Context: an optimization exercise on an open-source flow, tuned for small area, a short achievable clock period and few clock cycles per item. The choices shown serve that exercise and are no tape-out recipe.
At most, simulation tests tie the RTL to the original design; equivalence was not proved.
Power is estimated from default activity; no workload was simulated.

== main ==
==> module aluUnit, before the edit <==
module aluUnit (
	input execPkg::word_t opA,
	input execPkg::word_t opB,
	input logic [2:0] op,
	output execPkg::word_t aluSum,  
	output execPkg::word_t aluCarry,  
	output logic aluCin,  
	output logic aluNeq,
	output logic aluLt
);
	localparam int W = execPkg::dataWidth;
	logic [execPkg::shiftWidth-1:0] shAmt;
	logic shLeft;
	execPkg::word_t shIn;
	execPkg::word_t shOut;
	execPkg::word_t shRev;
	execPkg::word_t axb;
	assign shAmt = opB[execPkg::shiftWidth-1:0];  
	assign shLeft = !op[0];
	always_comb begin
		for (int i = 0; i < W; i++) begin
			shIn[i] = shLeft ? opA[W-1-i] : opA[i];
		end
	end
	assign shOut = execPkg::word_t'($signed({!shLeft && opA[W-1], shIn}) >>> shAmt);
	always_comb begin
		for (int i = 0; i < W; i++) begin
			shRev[i] = shLeft ? shOut[W-1-i] : shOut[i];
		end
	end
	assign axb = opA ^ opB;
	always_comb begin
		aluCarry = '0;
		aluCin = 1'b0;
		case (op)
			execPkg::opAdd: begin
				aluSum = opA;
				aluCarry = opB;
			end
			execPkg::opSub: begin
				aluSum = opA;  
				aluCarry = ~opB;
				aluCin = 1'b1;
			end
			execPkg::opAnd: aluSum = opA & opB;
			execPkg::opOr: aluSum = opA | opB;
			execPkg::opSll: aluSum = shRev;
			execPkg::opSra: aluSum = shRev;
			default: aluSum = '0;  
		endcase
	end
	assign aluNeq = |axb;
	assign aluLt = ($signed(opA) < $signed(opB));
endmodule
==> module execControl, before the edit <==
module execControl (
	input logic clk,
	input logic rst,
	input logic start,
	input logic [2:0] op,
	input execPkg::word_t opA,
	input execPkg::word_t opB,
	output execPkg::word_t latA,
	output execPkg::word_t latB,
	output logic [2:0] latOp,
	output logic [execPkg::mulDigits-1:0] digOne,  
	output logic [execPkg::mulDigits-1:0] digTwo,
	output logic [execPkg::mulDigits-1:0] digNeg,
	input execPkg::word_t aluSum,
	input execPkg::word_t aluCarry,
	input logic aluCin,
	input logic aluNeq,
	input logic aluLt,
	input execPkg::word_t nextSum,
	input execPkg::word_t nextCarry,
	output execPkg::word_t accSum,
	output execPkg::word_t accCarry,
	output logic firstStep,
	output execPkg::word_t result,
	output logic neq,
	output logic lt,
	output logic done,
	output logic busy
);
	localparam int W = execPkg::dataWidth;
	localparam int NB = execPkg::mulBits;
	localparam int D = execPkg::mulDigits;
	logic accept;
	logic valid;  
	logic last;  
	logic nextLast;
	logic stepping;  
	logic shift;  
	logic shiftQ;
	logic mulAccept;
	logic nextStepping;
	logic rowsDone;  
	logic accCin;
	logic rowNeq;  
	logic rowLt;
	execPkg::word_t sum;
	logic [NB:0] digBits;  
	logic [D-1:0] nextOne;
	logic [D-1:0] nextTwo;
	logic [D-1:0] nextNeg;
	assign shift = shiftQ;
	assign busy = shiftQ;
	assign accept = start && !busy && (op != 3'd7);  
	assign mulAccept = accept && (op == execPkg::opMul);
	assign nextStepping = mulAccept || shift;
	always_ff @(posedge clk) begin
		if (rst) begin
			valid <= 1'b0;
			firstStep <= 1'b0;
			stepping <= 1'b0;
			shiftQ <= 1'b0;
			rowsDone <= 1'b0;
			done <= 1'b0;
		end else begin
			valid <= accept;
			firstStep <= mulAccept;
			stepping <= nextStepping;
			shiftQ <= nextStepping && !nextLast;
			rowsDone <= (valid && !firstStep) || (stepping && last);
			done <= rowsDone;
		end
	end
	always_ff @(posedge clk) begin
		if (shift) begin
			latA <= latA << NB;
			latB <= execPkg::word_t'($signed(latB) >>> NB);
		end else begin
			latA <= opA;
			latB <= opB;
			latOp <= op;
		end
	end
	assign digBits = shift ? latB[2*NB-1:NB-1] : {opB[NB-1:0], 1'b0};
	assign nextLast = shift ? (latB[W-1:2*NB-1] == {(W-2*NB+1){latB[W-1]}})
		: (opB[W-1:NB-1] == {(W-NB+1){opB[W-1]}});
	always_comb begin
		for (int j = 0; j < D; j++) begin
			nextOne[j] = digBits[2*j+1] ^ digBits[2*j];
			nextTwo[j] = (digBits[2*j+2] && !digBits[2*j+1] && !digBits[2*j])
				|| (!digBits[2*j+2] && digBits[2*j+1] && digBits[2*j]);
			nextNeg[j] = digBits[2*j+2];
		end
	end
	always_ff @(posedge clk) begin
		digOne <= nextOne;
		digTwo <= nextTwo;
		digNeg <= nextNeg;
		last <= nextLast;
	end
	always_ff @(posedge clk) begin
		if (stepping) begin
			accSum <= nextSum;
			accCarry <= nextCarry;
			accCin <= 1'b0;
		end else begin
			accSum <= aluSum;
			accCarry <= aluCarry;
			accCin <= aluCin;
		end
		if (valid) begin
			rowNeq <= aluNeq;
			rowLt <= aluLt;
		end
		result <= sum;
		neq <= rowNeq;
		lt <= rowLt;
	end
	addPrefix adder (
		.a(accSum),
		.b(accCarry),
		.cin(accCin),
		.sum(sum)
	);
endmodule
make LEC_CHECK=0 ABC_AREA=1 CAP_MARGIN=20 CORE_MARGIN=2 CORE_UTILIZATION=40 SLEW_MARGIN=20 finish   # period 6.0 ns
run.sh (not shown) runs the stock make flow with config.mk's settings and CLKGATE_MAP_FILE= SYNTH_SCRIPT=/design/flow/synth_recipe.tcl, a recipe that flattens the netlist after the stock synthesis.
The following lists how the feature branch was set up differently from main:
diff --git a/flow/design.v b/flow/design.v
--- a/flow/design.v
+++ b/flow/design.v
@@ -33,4 +33,6 @@
 	execPkg::word_t shIn;
 	execPkg::word_t shOut;
+	logic shFill;
+	execPkg::word_t shStage [execPkg::shiftWidth+1];
 	execPkg::word_t shRev;
 	execPkg::word_t axb;
@@ -42,5 +44,12 @@
 		end
 	end
-	assign shOut = execPkg::word_t'($signed({!shLeft && opA[W-1], shIn}) >>> shAmt);
+	assign shFill = !shLeft && opA[W-1];
+	assign shStage[0] = shIn;
+	for (genvar i = 0; i < execPkg::shiftWidth; i++) begin : gShift
+		assign shStage[i+1] = shAmt[i]
+			? {{(2**i){shFill}}, shStage[i][W-1:2**i]}
+			: shStage[i];
+	end
+	assign shOut = shStage[execPkg::shiftWidth];
 	always_comb begin
 		for (int i = 0; i < W; i++) begin
@@ -70,5 +79,5 @@
 	end
 	assign aluNeq = |axb;
-	assign aluLt = ($signed(opA) < $signed(opB));
+	assign aluLt = (opA[W-1] != opB[W-1]) ? opA[W-1] : (opA[W-2:0] < opB[W-2:0]);
 endmodule
 module addPrefix (
@@ -1051,5 +1060,5 @@
 		if (shift) begin
 			latA <= latA << NB;
-			latB <= execPkg::word_t'($signed(latB) >>> NB);
+			latB <= {{NB{latB[W-1]}}, latB[W-1:NB]};  
 		end else begin
 			latA <= opA;
==> comparison <==
Diff main..the feature branch | power consumed by sequential cells | negligible
As far as sequential share of layout area is concerned, the feature branch and main perform about the same.
The net count of the mapped netlist of the feature branch falls short of that of main by 0.73%.
The feature branch against main: global-route usage has increased; cell count after placement has decreased; length of routed met2 wiring has increased.
Testbench counts of the feature branch, summed over its fixed seeds: cycles 15,655, ops 12,000.
No functional check of the RTL was part of main.

## separate check: timing with driven ports
The results above use ideal ports. As a check the final layouts listed here were re-extracted and re-timed, cells and wires unchanged. Step 1 assumes that a clkbuf_16 drives the clock port and a buf_2 every other input. Step 2 adds t to the input delays and takes it off the output delays; t is the mean of the earliest and latest rising clock arrival at the registers after step 1. Input paths then give back, and output paths get back, about the clock's delay inside the block. a / b / c = no drivers / after step 1 / after step 2; a / b = the first two.
run	t, ns	setup slack, ns	worst setup path at the end	latest minus earliest clock arrival (ns)	worst register clock-pin slew, ns
main	0.523	2.308 / 2.308 / 2.308	register to register	0.016 / 0.016	0.09 / 0.09
the feature branch	0.561	2.379 / 2.379 / 2.379	register to register	0.024 / 0.024	0.08 / 0.08
After both steps setup and hold are still met in every run listed.
